This is an optimization exercise on Yosys and OpenROAD, whose aim is small area and a short achievable clock period, not a production implementation. In this exercise RTL edits were held to simulation tests only and were not proved equivalent to the original. Power is estimated from default activity; no workload was simulated.

===== flow/design.v =====
module credit_if_else_raw_reg #(
  parameter int unsigned DEPTH    = 128,
  parameter logic [15:0] INIT_VAL = 16'd0
) (
  input  logic        clock,
  input  logic        reset,
  input  logic        req_valid,
  input  logic [15:0] req_bits_index,
  input  logic [15:0] req_bits_data_1,
  input  logic [7:0]  req_bits_opCode_1,
  input  logic [15:0] req_bits_data_0,
  input  logic [7:0]  req_bits_opCode_0,
  input  logic        req_bits_predicate,
  output logic        resp_valid,
  output logic [15:0] resp_bits_new_val,
  output logic        init_done,
  output logic [15:0] err_count
);
  localparam int unsigned AW = (DEPTH > 1) ? $clog2(DEPTH) : 1;
  localparam int unsigned CW = $clog2(DEPTH + 1);
  typedef enum logic [7:0] {
    OP_READ  = 8'd0,
    OP_WRITE = 8'd1,
    OP_ADD   = 8'd2,
    OP_SUB   = 8'd3
  } op_e;
  typedef enum logic {
    ST_SWEEP,
    ST_DONE
  } state_e;
  state_e          state;
  state_e          state_nx;
  logic [CW-1:0]   sweep_cnt;
  logic            sweep_we;
  logic [15:0]     mem [DEPTH];
  logic [15:0]     rd_data;
  logic            mem_we;
  logic [AW-1:0]   mem_waddr;
  logic [15:0]     mem_wdata;
  logic [7:0]      sel_op;
  logic [15:0]     sel_d;
  logic            req_zero;
  logic            req_badop;
  logic            a_valid;
  logic [AW-1:0]   a_addr;
  logic            a_zero;
  logic            a_badop;
  logic [7:0]      a_op;
  logic [15:0]     a_d;
  logic            b_valid;
  logic [AW-1:0]   b_addr;
  logic            b_zero;
  logic            b_badop;
  logic [7:0]      b_op;
  logic [15:0]     b_d;
  logic [15:0]     old_val;
  logic [15:0]     new_val;
  logic            b_we;
  logic [AW-1:0]   c_addr;
  logic            c_fwd;
  always_ff @(posedge clock or negedge reset) begin
    if (!reset) state <= ST_SWEEP;
    else        state <= state_nx;
  end
  always_comb begin
    state_nx = state;
    sweep_we = 1'b0;
    if (state == ST_SWEEP) begin
      if (sweep_cnt == CW'(DEPTH)) state_nx = ST_DONE;
      else                         sweep_we = 1'b1;
    end
  end
  assign init_done = (state == ST_DONE);
  always_ff @(posedge clock or negedge reset) begin
    if (!reset)        sweep_cnt <= '0;
    else if (sweep_we) sweep_cnt <= sweep_cnt + CW'(1);
  end
  always_comb begin
    sel_op    = req_bits_predicate ? req_bits_opCode_1 : req_bits_opCode_0;
    sel_d     = req_bits_predicate ? req_bits_data_1   : req_bits_data_0;
    req_zero  = ({16'd0, req_bits_index} >= DEPTH) || !init_done;
    req_badop = (sel_op > OP_SUB);
  end
  always_ff @(posedge clock or negedge reset) begin
    if (!reset) begin
      a_valid <= 1'b0;
      a_addr  <= '0;
      a_zero  <= 1'b0;
      a_badop <= 1'b0;
      a_op    <= '0;
      a_d     <= '0;
    end else begin
      a_valid <= req_valid;
      a_addr  <= req_bits_index[AW-1:0];
      a_zero  <= req_zero;
      a_badop <= req_badop;
      a_op    <= sel_op;
      a_d     <= sel_d;
    end
  end
  always_comb begin
    mem_we    = sweep_we | (b_valid & b_we);
    mem_waddr = sweep_we ? sweep_cnt[AW-1:0] : b_addr;
    mem_wdata = sweep_we ? INIT_VAL : new_val;
  end
  always_ff @(posedge clock) begin
    if (mem_we) mem[mem_waddr] <= mem_wdata;
    rd_data <= mem[a_addr];
  end
  always_ff @(posedge clock or negedge reset) begin
    if (!reset) begin
      b_valid <= 1'b0;
      b_addr  <= '0;
      b_zero  <= 1'b0;
      b_badop <= 1'b0;
      b_op    <= '0;
      b_d     <= '0;
    end else begin
      b_valid <= a_valid;
      b_addr  <= a_addr;
      b_zero  <= a_zero;
      b_badop <= a_badop;
      b_op    <= a_op;
      b_d     <= a_d;
    end
  end
  always_comb begin
    old_val = (c_fwd && (c_addr == b_addr)) ? resp_bits_new_val : rd_data;
    new_val = old_val;
    b_we    = 1'b0;
    if (b_zero) begin
      new_val = '0;
    end else if (!b_badop) begin
      case (b_op)
        OP_WRITE: begin
          new_val = b_d;
          b_we    = 1'b1;
        end
        OP_ADD: begin
          new_val = old_val + b_d;
          b_we    = 1'b1;
        end
        OP_SUB: begin
          new_val = (old_val >= b_d) ? (old_val - b_d) : '0;
          b_we    = 1'b1;
        end
        default: new_val = old_val;
      endcase
    end
  end
  always_ff @(posedge clock or negedge reset) begin
    if (!reset) begin
      resp_valid        <= 1'b0;
      resp_bits_new_val <= '0;
      c_addr            <= '0;
      c_fwd             <= 1'b0;
      err_count         <= '0;
    end else begin
      resp_valid <= b_valid;
      c_fwd      <= b_valid && !b_zero;
      c_addr     <= b_addr;
      if (b_valid) resp_bits_new_val <= new_val;
      if (b_valid && (b_zero || b_badop) && (err_count != '1))
        err_count <= err_count + 16'd1;
    end
  end
endmodule

===== flow/run.sh =====
#!/bin/bash
# synth_recipe.tcl (not shown) runs the flow's synth.tcl, then flattens the netlist and writes it again
# the make line also repeats each setting of config.mk as NAME=value (left out here)
make -C /OpenROAD-flow-scripts/flow DESIGN_CONFIG=/design/flow/config.mk WORK_HOME=/design/flow/orfs CLKGATE_MAP_FILE= SYNTH_SCRIPT=/design/flow/synth_recipe.tcl finish

===== flow/config.mk =====
export PLATFORM = sky130hd
export DESIGN_NAME = credit_if_else_raw_reg
export DESIGN_NICKNAME = credit_if_else_raw_reg
export VERILOG_FILES = /design/flow/design.v
export SDC_FILE = /design/flow/constraint.sdc
export NUM_CORES = 4
export LEC_CHECK = 0
export CAP_MARGIN = 20
export CORE_MARGIN = 2
export CORE_UTILIZATION = 40
export SLEW_MARGIN = 20

===== flow/constraint.sdc =====
create_clock -name core_clock -period 5.5 [get_ports {clock}]
set_input_delay 1.1000 -clock core_clock [delete_from_list [all_inputs] [get_ports {clock}]]
set_output_delay 1.1000 -clock core_clock [all_outputs]
set_load 0.01 [all_outputs]

==> flow_metrics.py, run 1 <==
metrics = {
    "placed_design": {
        "place_area_um2": 91100,
        "port_buffer_cells": 101,
        "place.gp.congestion": 0.875,
        "dp_hpwl_um": 121000,
        "worst_setup_slack_post_dpl_ns": 0.370,
    },
    "critical_path": {
        "required_ns": 6.11,
        "critPathBufInv": 2,
        "rrSetupSlack_ns": 0.31,
        "worstPathCellList": "xnor2_1, nand4_1, nor2_4, buf_4, mux2_2, ha_1, nor3_1, a21bo_2, a21oi_1, nor3_1, a311o_1, xnor2_1, o221ai_1, and3_4, buf_12",
        "worst_setup_start_kind": "register",
        "worstSetupPathType": "reg -> reg",
        "worstPathArrival_ns": 5.80,
        "cpPeakStageDelay_ns": 0.70,
        "setup.worst_path.end_class": "register",
        "critPathTopFamily": "simple AND/OR/NAND/NOR gates",
        "timing.critical_path.fanout_max": 65,
        "timing.critical_path.slowest_stage_cell": "and3_4",
    },
    "logic_synthesis": {
        "synth-edff-count": 2048,
        "synth.lib_cells_used.distinct": 72,
        "post_synth_inst_count": 3751,
        "syn_avg_cell_area_um2": 22.7,
        "synth.yosys.warnings": 1,
        "ys_seq_elements": 2182,
        "yosysTopAreaCellShare_pct": 72.2,
        "synth_most_common_cell": "edfxtp_1",
        "async_reset_ff_share_pct": 5.41,
        "syn_area_um2": 85100,
        "ys_top_cells_by_area": "edfxtp_1 (72%), mux4_2 (17%), dfrtp_1 (3.5%)",
        "netlist.top_cell.by_area": "edfxtp_1",
        "ys.flop_type": "edfxtp_1",
        "synth_top_cells_by_count": "edfxtp_1 (2,048), mux4_2 (656), nor2_1 (181)",
        "ys_seq_area_share_pct": 76.1,
        "synth_fp_nets": 3855,
    },
    "clock_tree": {
        "clockRootBuffer": "clkbuf_16",
        "cts_inserted_buffers": 204,
        "cts.hold.buffers_added": 0,
        "clock_sink_count": 2182,
        "clk_pin_slew_ns": 0.06,
        "post_cts.resized_instances": 0,
        "post-cts-setup-buffer-count": 0,
        "tritoncts": "done",
        "clk-insertion-delay-late_ns": 0.84,
        "clk_path_buf_depth": 3,
        "cts-htree-levels": 4,
    },
    "die": {
        "die_w_um": 465,
        "die-area_um2": 217000,
        "floorplan.initialDensity_pct": 40.2,
        "boundaryPins": 102,
        "die_height_um": 465,
        "rows": 169,
        "coreArea_um2": 212000,
    },
    "cells_and_area": {
        "layout-area-overhead-vs-synth_pct": 14.6,
        "nNetsFinal": 4204,
        "final_layout_size_suffix_gt1_share_pct": 29.5,
        "final_util_pct": 46.0,
        "finalInstanceArea_um2": 97600,
    },
    "timing": {
        "timing.final.setup_violations": 0,
        "period_share_pct": 94.3,
        "final_hold_viols": 0,
        "final_critical_path_setup_slack_ns": 0.314,
        "rsz0062_at_grt": "false",
        "max_slew_margin_pct": 35.0,
        "tightestPinTransition_ns": 0.971,
        "final_worst_path_period_need_ns": 5.19,
        "fin_hold_ws_ns": 0.284,
        "timing_max_transition_violations_final": 0,
        "max_freq_mhz": 193,
        "skew_ns": 0.0291,
    },
    "route": {
        "post-route-drc-count": 0,
        "via_per_inst": 5.75,
        "drt_first_pass_iters": 6,
        "antenna_left": 0,
        "detailed_route_wire_length_per_cell_um": 30.0,
        "drt_first_iter_violations": 4556,
        "route.vias.total": 40800,
        "detail_route.wirelength_um": 213000,
    },
    "grt": {
        "grt.overflow.total": 0,
        "wire_length_of_the_first_global_routing_pass_um": 305000,
        "antenna_found_initial": 8,
        "grt_pass1_vias": 41200,
        "grt_max_degree": 129,
        "global_route_usage_over_all_layers_pct": 19.6,
    },
    "power": {
        "peakVddDrop_mv": 0.287,
        "power_density_nw_per_um2": 334,
        "report.power.total_mw": 32.6,
        "power_leakage_nw": 25.3,
    },
    "flow_run": {
        "max_cap_violations": 0,
    },
    "hold_path": {
        "hold_path_class": "in -> async",
    },
    "run_status": {
        "status": "timing/DRC/antenna clean",
    },
}
## report_power, final
| group | internal (mW) | switching, mW |
|---|---|---|
| clock | 7.68 | 5.98 |
| combinational | 0.432 | 0.486 |
| sequential | 17.9 | 0.0996 |
| total | 26.1 | 6.57 |
## routing by layer
layer | routed length (um) | vias up | GRT usage (%)
met5 | 46 | - | 0
met4 | 4480 | 6 | 4.76
met1 | 90700 | 22400 | 28.1
li1 | - | 16600 | -
met3 | 15200 | 281 | 3.60
met2 | 102000 | 1564 | 31.3
## cell families after synthesis
logic type,Yosys count,synth area share (%)
AO/OA/AOI/OAI,185,1.60
XOR/XNOR,43,0.442
adder cells (fa/ha/maj),36,0.547
buffers and inverters,232,1.21
flip-flops,2182,76.1
multiplexers,731,18.3
AND/OR/NAND/NOR,342,1.81
## worst register-to-register path: cells and delay by family, from the launching register on
family,cells,cell delay (ns)
buffers and inverters,2,0.63
AO/OA/AOI/OAI,4,1.07
adder cells (fa/ha/maj),1,0.40
flip-flops,1,0.45
multiplexers,1,0.39
XOR/XNOR,2,0.33
AND/OR/NAND/NOR,5,1.63
## per-stage QoR
step | cells | TNS [ns]
after floorplan | 3751 | -18.53
after global placement | 6714 | 0
after detailed placement | 6715 | 0
after CTS | 7097 | 0
after global routing | 7098 | 0
final | 7101 | 0
## state kept, by name, summed over array words and instances (netlist names), 7 cells and up
| name | cells |
|---|---|
| a_addr | 7 |
| a_d | 16 |
| a_op | 8 |
| b_addr | 7 |
| b_d | 16 |
| b_op | 8 |
| c_addr | 7 |
| err_count | 16 |
| mem | 2048 |
| rd_data | 16 |
| resp_bits_new_val | 16 |
| sweep_cnt | 8 |
## area by class of cell
cell class	count	area [um^2]
inverter	38	143
multi-input combinational	1337	19500
antenna	4	10.0
sequential	2182	64800
fill	17500	114000
timing repair buffer	337	3180
clock inverter	101	762
clock buffer	281	5680
tap	2821	3530
## final timing paths
check / start / cells past startpoint / to
setup / recovery: b_addr[6]$_DFF_PN0_ / 15 / mem[89][11]$_DFFE_PP_
hold / removal: reset / 1 / b_d[12]$_DFF_PN0_
setup reg to reg: b_addr[6]$_DFF_PN0_ / 15 / mem[89][11]$_DFFE_PP_
hold reg to reg: a_d[12]$_DFF_PN0_ / 0 / b_d[12]$_DFF_PN0_
max in group asynchronous: reset / 2 / a_addr[0]$_DFF_PN0_
min in group core_clock: a_d[12]$_DFF_PN0_ / 0 / b_d[12]$_DFF_PN0_
## placed cells by master (no fill, tap or decap), drive strengths merged, types with 20 or more instances in the layout
master and n:
o21ai 25, ha 34, edfxtp 2048, a21oi 30, clkdlybuf4s50 99, mux2i 36, nand2 53, clkbuf 281
dfrtp 118, nand3 25, buf 238, xnor2 31, mux4 656, inv 46, clkinv 80, o21a 20
mux2 39, nor2 181
==> inputs of run 2 (changes only) <==
==> flow/design.v (replaced) <==
module credit_if_else_raw_reg #(
  parameter int unsigned DEPTH    = 128,
  parameter logic [15:0] INIT_VAL = 16'd0
) (
  input  logic        clock,
  input  logic        reset,
  input  logic        req_valid,
  input  logic [15:0] req_bits_index,
  input  logic [15:0] req_bits_data_1,
  input  logic [7:0]  req_bits_opCode_1,
  input  logic [15:0] req_bits_data_0,
  input  logic [7:0]  req_bits_opCode_0,
  input  logic        req_bits_predicate,
  output logic        resp_valid,
  output logic [15:0] resp_bits_new_val,
  output logic        init_done,
  output logic [15:0] err_count
);
  localparam int unsigned AW = (DEPTH > 1) ? $clog2(DEPTH) : 1;
  localparam int unsigned CW = $clog2(DEPTH + 1);
  logic [CW-1:0]   sweep_cnt;
  logic            sweep_we;
  assign sweep_we  = (sweep_cnt != CW'(DEPTH));
  always_ff @(posedge clock or negedge reset) begin
    if (!reset)        sweep_cnt <= '0;
    else if (sweep_we) sweep_cnt <= sweep_cnt + CW'(1);
  end
  always_ff @(posedge clock or negedge reset) begin
    if (!reset) init_done <= 1'b0;
    else        init_done <= init_done | !sweep_we;
  end
  logic [15:0]     mem [DEPTH];
  logic            a_valid;
  logic [AW-1:0]   a_addr;
  logic            a_zero;
  logic            a_badop;
  logic [1:0]      a_op;
  logic [15:0]     a_d;
  logic            b_valid;
  logic [AW-1:0]   b_addr;
  logic            b_zero;
  logic            b_badop;
  logic [1:0]      b_op;
  logic [15:0]     b_d;
  logic [15:0]     b_rd;
  logic            b_fwd;
  logic [15:0]     old_val;
  logic [15:0]     new_val;
  logic            w_en;
  logic [AW-1:0]   w_addr;
  logic [15:0]     w_data;
  logic [7:0]      sel_op;
  assign sel_op = req_bits_predicate ? req_bits_opCode_1 : req_bits_opCode_0;
  always_ff @(posedge clock or negedge reset) begin
    if (!reset) begin
      a_valid <= 1'b0;
      a_zero  <= 1'b0;
    end else begin
      a_valid <= req_valid;
      a_zero  <= (req_bits_index[15:AW] != '0) || !init_done;
    end
  end
  always_ff @(posedge clock) begin
    a_addr  <= req_bits_index[AW-1:0];
    a_badop <= (sel_op[7:2] != '0);
    a_op    <= sel_op[1:0];
    a_d     <= req_bits_predicate ? req_bits_data_1 : req_bits_data_0;
  end
  always_ff @(posedge clock or negedge reset) begin
    if (!reset) begin
      b_valid <= 1'b0;
      b_zero  <= 1'b0;
      b_fwd   <= 1'b0;
    end else begin
      b_valid <= a_valid;
      b_zero  <= a_zero;
      b_fwd   <= b_valid && !b_zero && (b_addr == a_addr);
    end
  end
  always_ff @(posedge clock) begin
    b_addr  <= a_addr;
    b_badop <= a_badop;
    b_op    <= a_op;
    b_d     <= a_d;
    b_rd    <= (w_en && (w_addr == a_addr)) ? w_data : mem[a_addr];
  end
  always_comb begin
    old_val = b_fwd ? resp_bits_new_val : b_rd;
    new_val = old_val;
    if (b_zero) begin
      new_val = '0;
    end else if (!b_badop) begin
      case (b_op)
        2'd1: new_val = b_d;
        2'd2: new_val = old_val + b_d;
        2'd3: new_val = (old_val >= b_d) ? (old_val - b_d) : '0;
        default: new_val = old_val;
      endcase
    end
  end
  always_ff @(posedge clock or negedge reset) begin
    if (!reset) begin
      resp_valid        <= 1'b0;
      resp_bits_new_val <= '0;
      err_count         <= '0;
      w_en              <= 1'b0;
    end else begin
      resp_valid <= b_valid;
      w_en       <= b_valid && !b_zero;
      if (b_valid) resp_bits_new_val <= new_val;
      if (b_valid && (b_zero || b_badop) && (err_count != '1))
        err_count <= err_count + 16'd1;
    end
  end
  always_ff @(posedge clock) begin
    w_addr <= b_addr;
    w_data <= new_val;
  end
  always_ff @(posedge clock) begin
    if (sweep_we)  mem[sweep_cnt[AW-1:0]] <= INIT_VAL;
    else if (w_en) mem[w_addr] <= w_data;
  end
endmodule
==> run 2 against run 1 <==
  * Global-route usage down 0.51 points
  * Non-clock buffer count up 8
  * Routed wire length down 2.4%
  * Area after synthesis down 0.28%
  * Combinational power up 73%
  * Maximum frequency up 23%
  * Via count up 2.8%
  * Utilization down 0.18 points
  * Critical path type unchanged
  * Largest power group unchanged
==> flow_metrics.py, run 2 <==
metrics = {
    "clock_tree": {
        "cts_inserted_buffers": 207,
        "post_cts.resized_instances": 0,
        "clk_path_buf_depth": 3,
        "clock_sink_count": 2187,
        "post-cts-setup-buffer-count": 0,
        "cts-htree-levels": 4,
        "clk_pin_slew_ns": 0.06,
        "clk-insertion-delay-late_ns": 0.86,
        "clockRootBuffer": "clkbuf_16",
        "tritoncts": "done",
        "cts.hold.buffers_added": 0,
    },
    "critical_path": {
        "cpPeakStageDelay_ns": 0.76,
        "timing.critical_path.fanout_max": 19,
        "worstPathCellList": "nor4_1, and4_1, buf_4, and2_1, mux2i_1, nand3_1, o21bai_2, buf_4, nor2_2",
        "critPathTopFamily": "simple AND/OR/NAND/NOR gates",
        "cp.depth": 9,
        "crit_path_frequent_cell": "buf_4",
        "rrSetupSlack_ns": 1.28,
        "worst_r2r_startpoint": "sweep_cnt[5]$_DFFE_PN0P_",
        "timing.critical_path.slowest_stage_cell": "nor2_2",
        "worst_setup_start_kind": "register",
        "required_ns": 5.96,
        "worstSetupPathType": "reg -> reg",
        "worstPathArrival_ns": 4.68,
        "critPathBufInv": 2,
        "r2r.worst_path.cells": 9,
        "reg2reg_to": "mem[2][8]$_DFFE_PP_",
        "setup.worst_path.end_class": "register",
    },
    "route": {
        "route.vias.total": 42000,
        "post-route-drc-count": 0,
        "detailed_route_wire_length_per_cell_um": 28.1,
        "drt_first_pass_iters": 5,
        "antenna_left": 0,
        "detail_route.wirelength_um": 207000,
        "via_per_inst": 5.68,
        "drt_first_iter_violations": 4165,
    },
    "timing": {
        "rsz0062_at_grt": "false",
        "timing_max_transition_violations_final": 0,
        "max_slew_margin_pct": 26.9,
        "skew_ns": 0.0379,
        "timing.setup.tns_ns": 0,
        "fin_hold_ws_ns": 0.324,
        "period_share_pct": 76.6,
        "tightestPinTransition_ns": 1.10,
        "timing.final.setup_violations": 0,
        "final_hold_viols": 0,
        "max_freq_mhz": 237,
        "final_worst_path_period_need_ns": 4.22,
    },
    "logic_synthesis": {
        "synth.mux.area_fraction_pct": 14.6,
        "ys_top_cells_by_area": "edfxtp_1 (72%), mux4_2 (14%), dfxtp_1 (2.1%)",
        "synth_adder_area_share_pct": 0.593,
        "synth.yosys.warnings": 1,
        "syn_avg_cell_area_um2": 20.9,
        "ys_seq_elements": 2187,
        "synth_most_common_cell": "edfxtp_1",
        "syn_area_um2": 84900,
        "yosysTopAreaCellShare_pct": 72.5,
        "synth.lib_cells_used.distinct": 71,
        "ys.flop_type": "edfxtp_1",
        "yosys.area_share.xor_xnor_pct": 0.495,
        "synth_fp_nets": 4171,
        "async_reset_ff_share_pct": 2.19,
        "post_synth_inst_count": 4064,
        "synth_top_cells_by_count": "edfxtp_1 (2,048), mux4_2 (512), nor2_1 (178)",
        "yosys.area_share.simple_pct": 2.28,
        "synth_area_in_compound_gates_pct": 4.58,
        "netlist.top_cell.by_area": "edfxtp_1",
        "ys_seq_area_share_pct": 76.0,
        "synth_top_family_by_area": "multiplexers",
        "synth-edff-count": 2048,
    },
    "placed_design": {
        "dp_hpwl_um": 126000,
        "place.gp.congestion": 0.862,
        "port_buffer_cells": 101,
    },
    "die": {
        "rows": 169,
        "boundaryPins": 102,
        "die_height_um": 465,
        "coreArea_um2": 211000,
        "die-area_um2": 216000,
        "floorplan.initialDensity_pct": 40.1,
        "die_w_um": 465,
    },
    "power": {
        "power_density_nw_per_um2": 342,
        "report.power.total_mw": 33.2,
        "peakVddDrop_mv": 0.265,
        "power_leakage_nw": 25.5,
    },
    "flow_run": {
        "max_cap_violations": 0,
    },
    "cells_and_area": {
        "largest_register_ffs": 2048,
        "layout-area-overhead-vs-synth_pct": 14.3,
        "nNetsFinal": 4494,
        "most-common-layout-cells": "edfxtp_1 (2,048), mux4_2 (512), buf_4 (225)",
        "final_common_cell": "edfxtp_1",
        "register_ranked_first_by_flip_flop_count": "mem",
        "final_layout_size_suffix_gt1_share_pct": 25.5,
    },
    "run_status": {
        "status": "timing/DRC/antenna clean",
    },
    "hold_path": {
        "worstHoldStart": "a_d[13]$_DFF_P_",
        "hold_path_class": "reg -> reg",
        "hold_path_end": "b_d[13]$_DFF_P_",
        "holdPathStages": 0,
    },
    "grt": {
        "grt_max_degree": 98,
        "antenna_found_initial": 4,
        "global_route_usage_over_all_layers_pct": 19.1,
        "grt.overflow.total": 0,
        "wire_length_of_the_first_global_routing_pass_um": 302000,
        "grt_pass1_vias": 42100,
    },
}
[run 2: cell types whose count changed after synthesis, sizes merged, moves of 64 or more]
cell	previous run	this run
dfxtp	16	91
a22o	0	64
mux4	656	512
a22oi	17	129
dfrtp	118	48
a21oi	30	104
a221oi	3	68
[run 2: where the power goes]
group,switching [mW],total (mW),internal (mW)
clock network,6.11,13.5,7.44
registers,0.0836,18.1,18.0
logic,0.952,1.59,0.637
total,7.14,33.2,26.1
[run 2: how the worst max path moves through the flow]
stage                             startpoint                   end  slack [ns]
floorplan           sweep_cnt[5]$_DFFE_PN0P_  mem[0][10]$_DFFE_PP_        1.89
global placement    sweep_cnt[5]$_DFFE_PN0P_  mem[2][14]$_DFFE_PP_        1.35
detailed placement  sweep_cnt[5]$_DFFE_PN0P_   mem[2][2]$_DFFE_PP_        1.32
CTS                 sweep_cnt[5]$_DFFE_PN0P_   mem[2][8]$_DFFE_PP_        1.29
global route        sweep_cnt[5]$_DFFE_PN0P_   mem[2][8]$_DFFE_PP_         1.0
finish              sweep_cnt[5]$_DFFE_PN0P_   mem[2][8]$_DFFE_PP_        1.28
[run 2: area by class of cell]
| cell class | instances | area (um^2) |
|---|---|---|
| inverter | 43 | 161 |
| fill | 17600 | 114000 |
| timing repair buffer | 345 | 3080 |
| sequential | 2187 | 64500 |
| multi-input combinational | 1603 | 19300 |
| tap | 2821 | 3530 |
| antenna | 1 | 2.50 |
| clock inverter | 94 | 781 |
| clock buffer | 292 | 5630 |
[run 2: kinds of logic after synthesis]
family | count (synthesis)
DFF | 2187
muxes | 589
AOI/OAI and AO/OA | 514
and+or+nand+nor | 413
buffers and inverters | 274
xor gates and xnor gates | 48
adders and majority gates | 39
[run 2: routing by layer]
metal  vias to the layer above  wire, um  GRT usage, %
met4                         0      5180          5.19
li1                      17700         -             -
met5                         -         0             0
met3                       270     14000          3.06
met2                      1591     97600          29.7
met1                     22400     90700          28.1
[run 2: stage by stage]
step | setup WS (ns) | instances | instance area (um^2) | util [%]
3_5_place_dp | 1.32 | 6998 | 90600 | 42.8
4_1_cts | 1.29 | 7384 | 97000 | 45.9
5_1_grt | 0.995 | 7386 | 97000 | 45.9
2_1_floorplan | 1.89 | 4064 | 84900 | -
3_3_place_gp | 1.35 | 6998 | 90600 | 42.8
6_report | 1.28 | 7386 | 97000 | 45.9
==> inputs of run 3 (changes only) <==
==> flow/design.v (replaced) <==
module credit_if_else_raw_reg #(
  parameter int unsigned DEPTH    = 128,
  parameter logic [15:0] INIT_VAL = 16'd0
) (
  input  logic        clock,
  input  logic        reset,
  input  logic        req_valid,
  input  logic [15:0] req_bits_index,
  input  logic [15:0] req_bits_data_1,
  input  logic [7:0]  req_bits_opCode_1,
  input  logic [15:0] req_bits_data_0,
  input  logic [7:0]  req_bits_opCode_0,
  input  logic        req_bits_predicate,
  output logic        resp_valid,
  output logic [15:0] resp_bits_new_val,
  output logic        init_done,
  output logic [15:0] err_count
);
  localparam int unsigned AW = 7;
  localparam int unsigned CW = 8;
  logic [CW-1:0]   sweep_cnt;
  logic            sweep_we;
  assign sweep_we  = !sweep_cnt[7];
  always_ff @(posedge clock or negedge reset) begin
    if (!reset)        sweep_cnt <= '0;
    else if (sweep_we) sweep_cnt <= sweep_cnt + CW'(1);
  end
  always_ff @(posedge clock or negedge reset) begin
    if (!reset) init_done <= 1'b0;
    else        init_done <= sweep_cnt[7];
  end
  logic [15:0]     mem [DEPTH];
  logic            a_valid;
  logic [3:0]      a_p0;       
  logic [3:0]      a_p1;       
  logic [7:0]      a_p2;       
  logic [AW-1:0]   a_addr;
  logic            a_zero;
  logic            a_badop;
  logic [1:0]      a_op;
  logic [15:0]     a_d;
  logic            b_valid;
  logic [AW-1:0]   b_addr;
  logic            b_zero;
  logic            b_err;
  logic            b_keep;
  logic            b_wr;
  logic            b_arith;
  logic            b_sub;
  logic [15:0]     b_d;
  logic [15:0]     b_rd;
  logic            b_fwd;
  logic [15:0]     old_val;
  logic [16:0]     sum;
  logic [15:0]     new_val;
  logic            w_en;
  logic [AW-1:0]   w_addr;
  logic [15:0]     w_data;
  logic [7:0]      sel_op;
  assign sel_op = req_bits_predicate ? req_bits_opCode_1 : req_bits_opCode_0;
  always_ff @(posedge clock or negedge reset) begin
    if (!reset) a_valid <= 1'b0;
    else        a_valid <= req_valid;
  end
  always_ff @(posedge clock) begin
    a_zero  <= (req_bits_index[15:AW] != '0) || !init_done;
    a_p0    <= 4'(1) << req_bits_index[1:0];
    a_p1    <= 4'(1) << req_bits_index[3:2];
    a_p2    <= 8'(1) << req_bits_index[6:4];
    a_badop <= (sel_op[7:2] != '0);
    a_op    <= sel_op[1:0];
    a_d     <= req_bits_predicate ? req_bits_data_1 : req_bits_data_0;
  end
  assign a_addr = {a_p2[7] | a_p2[6] | a_p2[5] | a_p2[4],
                   a_p2[7] | a_p2[6] | a_p2[3] | a_p2[2],
                   a_p2[7] | a_p2[5] | a_p2[3] | a_p2[1],
                   a_p1[3] | a_p1[2],
                   a_p1[3] | a_p1[1],
                   a_p0[3] | a_p0[2],
                   a_p0[3] | a_p0[1]};
  logic [15:0]     rd_mux;
  always_comb begin
    rd_mux = '0;
    for (int i = 0; i < DEPTH; i++)
      rd_mux |= {16{a_p0[i % 4] & a_p1[(i / 4) % 4] & a_p2[i / 16]}} & mem[i];
  end
  always_ff @(posedge clock or negedge reset) begin
    if (!reset) begin
      b_valid <= 1'b0;
      b_fwd   <= 1'b0;
    end else begin
      b_valid <= a_valid;
      b_fwd   <= b_valid && !b_zero && (b_addr == a_addr);
    end
  end
  always_ff @(posedge clock) begin
    b_addr  <= a_addr;
    b_zero  <= a_zero;
    b_err   <= a_zero | a_badop;
    b_keep  <= !a_zero & (a_badop | (a_op == 2'd0));
    b_wr    <= !a_zero & !a_badop & (a_op == 2'd1);
    b_arith <= !a_zero & !a_badop & a_op[1];
    b_sub   <= (a_op == 2'd3);
    b_d     <= (a_op == 2'd3) ? ~a_d : a_d;
    b_rd    <= (w_en && (w_addr == a_addr)) ? w_data : rd_mux;
  end
  assign old_val = b_fwd ? resp_bits_new_val : b_rd;
  assign sum     = {1'b0, old_val} + {1'b0, b_d} + 17'(b_sub);
  assign new_val = ({16{b_keep}} & old_val)
                 | ({16{b_wr}} & b_d)
                 | ({16{b_arith & (sum[16] | !b_sub)}} & sum[15:0]);
  always_ff @(posedge clock or negedge reset) begin
    if (!reset) begin
      resp_valid <= 1'b0;
      err_count  <= '0;
      w_en       <= 1'b0;
    end else begin
      resp_valid <= b_valid;
      w_en       <= b_valid && !b_zero;
      if (b_valid && b_err && (err_count != '1))
        err_count <= err_count + 16'd1;
    end
  end
  always_ff @(posedge clock) begin
    if (b_valid) resp_bits_new_val <= new_val;
    w_addr <= b_addr;
    w_data <= new_val;
  end
  always_ff @(posedge clock) begin
    if (sweep_we)  mem[sweep_cnt[AW-1:0]] <= INIT_VAL;
    else if (w_en) mem[w_addr] <= w_data;
  end
endmodule
==> run 3 against run 2 <==
  * Still clean
  * Clock power grew 16%
  * Clock-buffer cell count fell by 1
  * Via count increased by 44%
  * Sequential power about the same
  * Cell count up 6.4%
  * Sequential share of layout area up 1.4 points
  * Synthesized cell count is 10% higher
==> flow_metrics.py, run 3 <==
metrics = {
    "power": {
        "peakVddDrop_mv": 0.375,
        "report.power.total_mw": 35.3,
        "power_density_nw_per_um2": 370,
        "power_leakage_nw": 27.1,
    },
    "flow_run": {
        "max_cap_violations": 0,
    },
    "clock_tree": {
        "clockRootBuffer": "clkbuf_16",
        "clk_pin_slew_ns": 0.06,
        "cts_inserted_buffers": 225,
        "clock_sink_count": 2198,
        "clk-insertion-delay-late_ns": 0.96,
        "post-cts-setup-buffer-count": 0,
        "clk_path_buf_depth": 3,
        "post_cts.resized_instances": 0,
        "cts-htree-levels": 4,
        "tritoncts": "done",
        "cts.hold.buffers_added": 0,
    },
    "timing": {
        "tightestPinTransition_ns": 1.42,
        "timing.final.setup_violations": 0,
        "skew_ns": 0.0828,
        "timing_max_transition_violations_final": 0,
        "timing.setup.tns_ns": 0,
        "final_worst_path_period_need_ns": 4.90,
        "rsz0062_at_grt": "false",
        "max_freq_mhz": 204,
        "period_share_pct": 89.1,
        "max_slew_margin_pct": 5.34,
        "final_hold_viols": 0,
    },
    "route": {
        "detailed_route_wire_length_per_cell_um": 58.7,
        "drt_first_pass_iters": 10,
        "drt_first_iter_violations": 13900,
        "post-route-drc-count": 0,
        "route.vias.total": 60300,
        "via_per_inst": 7.67,
        "antenna_left": 0,
        "detail_route.wirelength_um": 461000,
    },
    "grt": {
        "grtUsageMet2_pct": 58.1,
        "grt_util_met3_pct": 26.9,
        "grt_pass1_vias": 51500,
        "grt_max_degree": 129,
        "antenna_found_initial": 81,
        "globalRoute.busiestLayer": "met2",
        "wire_length_of_the_first_global_routing_pass_um": 573000,
        "global_route_usage_over_all_layers_pct": 44.4,
        "grt.overflow.total": 0,
        "grt_util_met1_pct": 50.8,
    },
    "logic_synthesis": {
        "ys_top_cells_by_area": "edfxtp_1 (77%), a22o_1 (3.5%), a22oi_1 (3.4%)",
        "post_synth_inst_count": 4481,
        "synth_fp_nets": 4568,
        "syn_area_um2": 80300,
        "synth-edff-count": 2064,
        "synth.yosys.warnings": 1,
        "ys.flop_type": "edfxtp_1",
        "netlist.top_cell.by_area": "edfxtp_1",
        "synth.lib_cells_used.distinct": 60,
        "ys_seq_area_share_pct": 80.7,
        "ys_seq_elements": 2198,
        "async_reset_ff_share_pct": 1.36,
        "yosysTopAreaCellShare_pct": 77.1,
        "syn_avg_cell_area_um2": 17.9,
        "synth_top_cells_by_count": "edfxtp_1 (2,064), a22oi_1 (366), a22o_1 (319)",
        "synth_most_common_cell": "edfxtp_1",
    },
    "cells_and_area": {
        "multiInputGateArea_um2": 14800,
        "final_layout_size_suffix_gt1_share_pct": 20.2,
        "layout-area-overhead-vs-synth_pct": 18.9,
        "final_common_cell": "edfxtp_1",
        "nNetsFinal": 5040,
        "seqCellArea_um2": 64800,
        "final.fill_count": 16700,
        "largest_register_ffs": 2048,
        "most-common-layout-cells": "edfxtp_1 (2,064), buf_4 (435), a22oi_1 (365)",
        "layout.cells.non_filler": 7860,
        "register_ranked_first_by_flip_flop_count": "mem",
    },
    "placed_design": {
        "placed_cells": 7371,
        "dp_hpwl_um": 298000,
        "port_buffer_cells": 101,
        "place.gp.congestion": 1.11,
    },
    "critical_path": {
        "setup.worst_path.end_class": "register",
        "worst_setup_start_kind": "register",
        "timing.critical_path.slowest_stage_cell": "nor4_1",
        "cpPeakStageDelay_ns": 1.16,
        "timing.critical_path.fanout_max": 30,
        "worstPathCellList": "and3_1, buf_4, a22o_1, a221oi_1, nand4_1, nor4_1, a31oi_1",
        "critPathTopFamily": "simple AND/OR/NAND/NOR gates",
        "worstSetupPathType": "reg -> reg",
        "required_ns": 6.27,
        "worstPathArrival_ns": 5.67,
        "critPathBufInv": 1,
    },
    "die": {
        "rows": 164,
        "die_w_um": 452,
        "die-area_um2": 204000,
        "coreArea_um2": 200000,
        "floorplan.initialDensity_pct": 40.2,
        "die_height_um": 452,
        "boundaryPins": 102,
    },
    "run_status": {
        "status": "timing/DRC/antenna clean",
    },
    "hold_path": {
        "hold_path_class": "reg -> reg",
    },
}
## run 3: cell types whose count changed after synthesis, moves of 142 or more
| cell | previous run | this run |
|---|---|---|
| a221oi_1 | 37 | 312 |
| mux4_2 | 512 | 0 |
| nand4_1 | 10 | 152 |
| a22o_1 | 64 | 319 |
| a22oi_1 | 129 | 366 |
| clkbuf_1 | 122 | 312 |
## run 3: path summary, 6_finish.rpt
check	startpoint	end	slack, ns	cells after the start
setup / recovery	a_p1[2]$_SDFF_PN0_	b_rd[5]$_DFF_P_	0.60	7
hold / removal	a_valid$_DFF_PN0_	b_valid$_DFF_PN0_	0.36	0
setup reg to reg	a_p1[2]$_SDFF_PN0_	b_rd[5]$_DFF_P_	0.60	7
hold reg to reg	a_valid$_DFF_PN0_	b_valid$_DFF_PN0_	0.36	0
max in group asynchronous	reset	err_count[8]$_DFFE_PN0P_	4.59	2
min in group asynchronous	reset	b_fwd$_DFF_PN0_	0.57	2
## run 3: routing by layer
metal | up-vias | routed length (um)
met3 | 2218 | 85800
met5 | - | 776
met2 | 7727 | 178000
met1 | 30500 | 146000
met4 | 44 | 50200
li1 | 19800 | -
## run 3: cells by family after synthesis
group / count (synthesis) / share of synthesized area, %
XOR/XNOR: 64 / 0.698
AND/OR/NAND/NOR: 692 / 4.62
multiplexers: 40 / 0.556
buffers and inverters: 344 / 1.66
AO/OA/AOI/OAI: 1124 / 11.5
flip-flops: 2198 / 80.7
adder cells (fa/ha/maj): 19 / 0.315
## run 3: through the flow
step           hold slack, ns  utilization, %  instance area [um^2]  worst slack, ns
6_report                0.362            47.8                 95500            0.597
5_1_grt                 0.373            47.8                 95400             1.06
4_1_cts                 0.366            47.7                 95200             1.16
3_5_place_dp            0.341            44.0                 87800             1.16
3_3_place_gp            0.344            43.9                 87600             1.04
2_1_floorplan           0.331               -                 80300             2.00
## run 3: power breakdown
| group | internal (mW) | switching (mW) | total (mW) |
|---|---|---|---|
| sequential | 18.1 | 0.164 | 18.3 |
| clock | 8.71 | 6.91 | 15.6 |
| combinational | 0.517 | 0.873 | 1.39 |
## run 3: area by class of cell
class	instances	share of cell area, %
timing repair buffer	574	5.20
clock inverter	125	1.36
inverter	15	0.0590
sequential	2198	67.9
tap	2656	3.48
multi-input combinational	1939	15.5
antenna	62	0.162
clock buffer	291	6.32
==> inputs of run 4 (changes only) <==
==> flow/design.v (replaced) <==
module credit_if_else_raw_reg #(
  parameter int unsigned DEPTH    = 128,
  parameter logic [15:0] INIT_VAL = 16'd0
) (
  input  logic        clock,
  input  logic        reset,
  input  logic        req_valid,
  input  logic [15:0] req_bits_index,
  input  logic [15:0] req_bits_data_1,
  input  logic [7:0]  req_bits_opCode_1,
  input  logic [15:0] req_bits_data_0,
  input  logic [7:0]  req_bits_opCode_0,
  input  logic        req_bits_predicate,
  output logic        resp_valid,
  output logic [15:0] resp_bits_new_val,
  output logic        init_done,
  output logic [15:0] err_count
);
  localparam int unsigned AW = 7;
  localparam int unsigned CW = 8;
  logic [CW-1:0]   sweep_cnt;
  logic            sweep_we;
  assign sweep_we  = !sweep_cnt[7];
  always_ff @(posedge clock or negedge reset) begin
    if (!reset)        sweep_cnt <= '0;
    else if (sweep_we) sweep_cnt <= sweep_cnt + CW'(1);
  end
  always_ff @(posedge clock or negedge reset) begin
    if (!reset) init_done <= 1'b0;
    else        init_done <= sweep_cnt[7];
  end
  logic [15:0]     mem [DEPTH];
  logic            a_valid;
  logic [AW-1:0]   a_addr;
  logic            a_zero;
  logic            a_badop;
  logic [1:0]      a_op;
  logic [15:0]     a_d;
  logic            a_keep;
  logic            a_wr;
  logic            a_arith;
  logic            a_sub;
  logic            b_valid;
  logic [AW-1:0]   b_addr;
  logic            b_zero;
  logic            b_err;
  logic            b_upd;      
  logic            b_sub;
  logic [15:0]     b_d;        
  logic [15:0]     b_rd;
  logic            b_keep_c, b_keep_r, b_wr, b_ar_c, b_ar_r;
  logic [16:0]     sum_c, sum_r;
  logic            en_c, en_r;
  logic [15:0]     upd_val;
  logic [15:0]     new_val;
  logic            w_en;
  logic [AW-1:0]   w_addr;
  logic [15:0]     w_data;
  logic            c_upd;      
  logic [7:0]      sel_op;
  assign sel_op = req_bits_predicate ? req_bits_opCode_1 : req_bits_opCode_0;
  always_ff @(posedge clock or negedge reset) begin
    if (!reset) a_valid <= 1'b0;
    else        a_valid <= req_valid;
  end
  always_ff @(posedge clock) begin
    a_zero  <= (req_bits_index[15:AW] != '0) || !init_done;
    a_addr  <= req_bits_index[AW-1:0];
    a_badop <= (sel_op[7:2] != '0);
    a_op    <= sel_op[1:0];
    a_d     <= req_bits_predicate ? req_bits_data_1 : req_bits_data_0;
  end
  assign a_keep  = !a_zero & (a_badop | (a_op == 2'd0));
  assign a_wr    = !a_zero & !a_badop & (a_op == 2'd1);
  assign a_arith = !a_zero & !a_badop & a_op[1];
  assign a_sub   = (a_op == 2'd3);
  logic [15:0]     rd_mux;
  assign rd_mux = mem[a_addr];
  logic            fwd;
  assign fwd = b_valid & b_upd & (b_addr == a_addr);
  always_ff @(posedge clock or negedge reset) begin
    if (!reset) begin
      b_valid <= 1'b0;
    end else begin
      b_valid <= a_valid;
    end
  end
  always_ff @(posedge clock) begin
    b_addr   <= a_addr;
    b_zero   <= a_zero;
    b_err    <= a_zero | a_badop;
    b_upd    <= a_wr | a_arith;
    b_sub    <= a_sub;
    b_d      <= a_sub ? ~a_d : a_d;
    b_keep_c <= a_keep & fwd;
    b_keep_r <= a_keep & !fwd;
    b_wr     <= a_wr;
    b_ar_c   <= a_arith & fwd;
    b_ar_r   <= a_arith & !fwd;
    b_rd     <= (w_en && (w_addr == a_addr)) ? w_data : rd_mux;
  end
  assign sum_c = {1'b0, resp_bits_new_val} + {1'b0, b_d} + 17'(b_sub);
  assign sum_r = {1'b0, b_rd} + {1'b0, b_d} + 17'(b_sub);
  assign en_c  = b_ar_c & (sum_c[16] | !b_sub);
  assign en_r  = b_ar_r & (sum_r[16] | !b_sub);
  assign upd_val = ({16{b_wr}} & b_d)
                 | ({16{en_c}} & sum_c[15:0])
                 | ({16{en_r}} & sum_r[15:0]);
  assign new_val = upd_val
                 | ({16{b_keep_c}} & resp_bits_new_val)
                 | ({16{b_keep_r}} & b_rd);
  always_ff @(posedge clock or negedge reset) begin
    if (!reset) begin
      resp_valid <= 1'b0;
      err_count  <= '0;
      w_en       <= 1'b0;
    end else begin
      resp_valid <= b_valid;
      w_en       <= b_valid & b_upd;
      if (b_valid && b_err && (err_count != '1))
        err_count <= err_count + 16'd1;
    end
  end
  always_ff @(posedge clock) begin
    resp_bits_new_val <= new_val;
    w_addr <= b_addr;
    w_data <= upd_val;
  end
  always_ff @(posedge clock) begin
    if (sweep_we)  mem[sweep_cnt[AW-1:0]] <= INIT_VAL;
    else if (w_en) mem[w_addr] <= w_data;
  end
endmodule
--- a/flow/config.mk
+++ b/flow/config.mk
@@ -9,3 +9,4 @@
 export CORE_MARGIN = 2
 export CORE_UTILIZATION = 40
+export SETUP_SLACK_MARGIN = 3.0
 export SLEW_MARGIN = 20
==> run 4 against run 3 <==
  * Cell count down 5.6%
  * Combinational power up 11%
  * Largest power group unchanged
  * First-iteration DRC count down 57%
  * Power down 4.2%
  * Clock power down 9%
  * Maximum frequency up 58%
==> flow_metrics.py, run 4 <==
metrics = {
    "run_status": {
        "status": "timing/DRC/antenna clean",
    },
    "timing": {
        "period_share_pct": 56.5,
        "rsz0062_at_grt": "true",
        "final_critical_path_setup_slack_ns": 2.39,
        "timing_max_transition_violations_final": 0,
        "timing.setup.tns_ns": 0,
        "final_hold_viols": 0,
        "max_slew_margin_pct": 22.7,
        "tightestPinTransition_ns": 1.16,
        "final_worst_path_period_need_ns": 3.11,
        "max_freq_mhz": 322,
        "timing.final.setup_violations": 0,
        "skew_ns": 0.0382,
    },
    "cells_and_area": {
        "register_ranked_first_by_flip_flop_count": "mem",
        "final_util_pct": 48.6,
        "final_layout_size_suffix_gt1_share_pct": 37.4,
        "nNetsFinal": 4515,
        "final_common_cell": "edfxtp_1",
        "final.fill_count": 16800,
        "largest_register_ffs": 2048,
        "most-common-layout-cells": "edfxtp_1 (2,048), mux4_2 (602), clkbuf_16 (222)",
        "layout-area-overhead-vs-synth_pct": 21.1,
        "seqCellArea_um2": 64600,
        "multiInputGateArea_um2": 21600,
    },
    "logic_synthesis": {
        "synth_fp_nets": 3972,
        "syn_area_um2": 84900,
        "synth.yosys.warnings": 1,
        "synth_top_cells_by_count": "edfxtp_1 (2,048), mux4_2 (602), nor2_1 (172)",
        "ys_seq_elements": 2190,
        "yosysTopAreaCellShare_pct": 72.4,
        "synth.lib_cells_used.distinct": 62,
        "synth-edff-count": 2048,
        "async_reset_ff_share_pct": 1.32,
        "syn_avg_cell_area_um2": 22.0,
        "synth_most_common_cell": "edfxtp_1",
        "ys_top_cells_by_area": "edfxtp_1 (72%), mux4_2 (16%), dfxtp_1 (2.7%)",
        "netlist.top_cell.by_area": "edfxtp_1",
        "ys_seq_area_share_pct": 75.9,
        "ys.flop_type": "edfxtp_1",
        "post_synth_inst_count": 3868,
    },
    "hold_path": {
        "hold_path_class": "reg -> reg",
    },
    "clock_tree": {
        "cts_inserted_buffers": 212,
        "clock_sink_count": 2190,
        "clk_path_buf_depth": 3,
        "clockRootBuffer": "clkbuf_16",
        "cts.hold.buffers_added": 0,
        "tritoncts": "done",
        "cts-htree-levels": 4,
        "clk_pin_slew_ns": 0.06,
        "clk-insertion-delay-late_ns": 0.86,
    },
    "die": {
        "die_w_um": 465,
        "coreArea_um2": 212000,
        "die-area_um2": 216000,
        "boundaryPins": 102,
        "rows": 169,
        "die_height_um": 465,
        "floorplan.initialDensity_pct": 40.1,
    },
    "critical_path": {
        "worstPathArrival_ns": 3.91,
        "timing.critical_path.fanout_max": 26,
        "worst_setup_start_kind": "register",
        "setup.worst_path.end_class": "register",
        "required_ns": 6.30,
        "worstSetupPathType": "reg -> reg",
    },
    "power": {
        "power_leakage_nw": 27.4,
        "power.clock.fraction_pct": 42.0,
        "power.share.sequential_pct": 53.5,
        "share_comb_of_total_power_pct": 4.5,
        "power_switching_mw": 7.16,
        "p_sw_share_pct": 21.2,
        "power_density_nw_per_um2": 329,
        "peakVddDrop_mv": 0.349,
        "cell_internal_pwr_mw": 26.7,
    },
    "route": {
        "detail_route.wirelength_um": 238000,
        "drt_first_iter_violations": 6032,
        "route.vias.total": 43400,
        "drt_first_pass_iters": 5,
        "detailed_route_wire_length_per_cell_um": 32.1,
        "via_per_inst": 5.85,
        "antenna_left": 0,
        "post-route-drc-count": 0,
    },
    "grt": {
        "wire_length_of_the_first_global_routing_pass_um": 328000,
        "global_route_usage_over_all_layers_pct": 21.4,
        "antenna_found_initial": 13,
        "grt_pass1_vias": 42400,
        "grt.overflow.total": 0,
        "grt_max_degree": 91,
    },
    "placed_design": {
        "place.gp.congestion": 0.904,
        "worst_setup_slack_post_dpl_ns": 1.37,
        "port_buffer_cells": 101,
        "dp_hpwl_um": 130000,
    },
    "flow_run": {
        "max_cap_violations": 0,
    },
}
-- run 4: cell count changes in the layout (fill, tap and decap cells not counted), sizes merged, moves of 45 or more --
cell    before  now
buf        471  421
diode       62    7
a221oi     315    4
and3       147   63
mux2i        3   48
a22o       319    3
mux4         0  602
nand4      152    6
a22oi      366   35
-- run 4: through the flow --
| step | std cells | hold WS, ns | power [mW] | cell area, um^2 |
|---|---|---|---|---|
| 2_1_floorplan | 3868 | 0.326 | 19.2 | 85200 |
| 3_3_place_gp | 6744 | 0.339 | 19.6 | 90100 |
| 3_5_place_dp | 6745 | 0.337 | 19.6 | 90200 |
| 4_1_cts | 7342 | 0.351 | 33.9 | 101000 |
| 5_1_grt | 7412 | 0.359 | 34.7 | 103000 |
| 6_report | 7418 | 0.349 | 33.8 | 103000 |
-- run 4: what timing repair did --
action                                  4_1_cts  5_1_grt
setup buffers                               153       49
endpoints found under the setup margin     2807     1684
pin swaps                                    89       56
resized for setup                           610      142
gates cloned                                 51       20
-- run 4: worst max-delay path: stages (launching register included) --
cell      delay (ns)
dfxtp_1         0.32
buf_6           0.33
clkinv_8        0.24
buf_4           0.32
nand2_1         0.16
nor2_1          0.08
buf_4           0.22
a22oi_1         0.39
o221ai_1        0.32
nor3_2          0.43
a221o_1         0.18
-- run 4: final cells by class --
cell class / count / area share, %
sequential: 2190 / 62.8
inverter: 20 / 0.0925
timing repair buffer: 502 / 6.16
clock buffer: 284 / 5.54
clock inverter: 109 / 0.967
multi-input combinational: 1485 / 21.0
antenna: 7 / 0.0170
tap: 2821 / 3.43
-- run 4: final timing paths --
path | startpoint | depth (start not counted) | slack, ns | endpoint
min in group asynchronous | reset | 2 | 0.68 | a_valid$_DFF_PN0_
max reg2reg | a_addr[5]$_DFF_P_ | 10 | 2.39 | b_rd[13]$_DFF_P_
max | a_addr[5]$_DFF_P_ | 10 | 2.39 | b_rd[13]$_DFF_P_
min | a_valid$_DFF_PN0_ | 0 | 0.35 | b_valid$_DFF_PN0_
min reg2reg | a_valid$_DFF_PN0_ | 0 | 0.35 | b_valid$_DFF_PN0_
max in group asynchronous | reset | 2 | 4.43 | w_en$_DFF_PN0_
-- run 4: cells by family (layout without fill, tap and decap cells) --
kind of cell	count (synthesis)	after routing	synth area share, %
multiplexers	703	703	17.2
other	0	7	0
AO/OA/AOI/OAI	256	256	2.18
buffers and inverters	215	915	1.22
adder cells (fa/ha/maj)	36	36	0.566
AND/OR/NAND/NOR	401	423	2.20
XOR/XNOR	67	67	0.691
flip-flops	2190	2190	75.9
-- run 4: power groups by stage --
| stage | clock network, mW | logic (mW) | registers [mW] |
|---|---|---|---|
| after global routing | 15.0 | 1.63 | 18.1 |
| after CTS | 14.4 | 1.46 | 18.1 |
| after global placement | 0 | 1.11 | 18.5 |
| after detailed placement | 0 | 1.12 | 18.5 |
| after floorplan | 0 | 0.774 | 18.4 |
| final | 14.2 | 1.54 | 18.1 |
-- run 4: metal layers --
| metal | wire length (um) | global-route usage [%] |
|---|---|---|
| met3 | 21400 | 3.97 |
| met4 | 6800 | 5.32 |
| met2 | 114000 | 34.2 |
| met5 | 0 | 0 |
| met1 | 95900 | 30.3 |

-- afterwards: timing with drivers on the ports --
The flow's constraints put no driver on any port. The routed layouts listed below were extracted and timed again, unchanged, in two steps.
Step 1: set_driving_cell puts a clkbuf_16 on clock and a buf_2 on each other input, an assumption about the parent block.
Step 2 adds t to the input delays and takes it off the output delays; t is the mean of the earliest and latest rising clock arrival at the registers after step 1. Input paths then give back, and output paths get back, about the clock's delay inside the block.
a / b / c = ideal ports / drivers / drivers and shift; a / b = the first two.
| run | shift t [ns] | setup WS [ns] | slew at the worst register clock pin (ns) | pins driven straight from the clock port |
|---|---|---|---|---|
| run 1 | 0.917 | 0.314 / 0.314 / 0.314 | 0.07 / 0.07 | 1 |
| run 2 | 0.942 | 1.285 / 1.285 / 1.285 | 0.07 / 0.07 | 1 |
| run 3 | 1.011 | 0.597 / 0.597 / 0.597 | 0.07 / 0.07 | 1 |
| run 4 | 0.931 | 2.390 / 2.390 / 2.390 | 0.07 / 0.07 | 1 |
After both steps setup and hold are still met in every run listed.
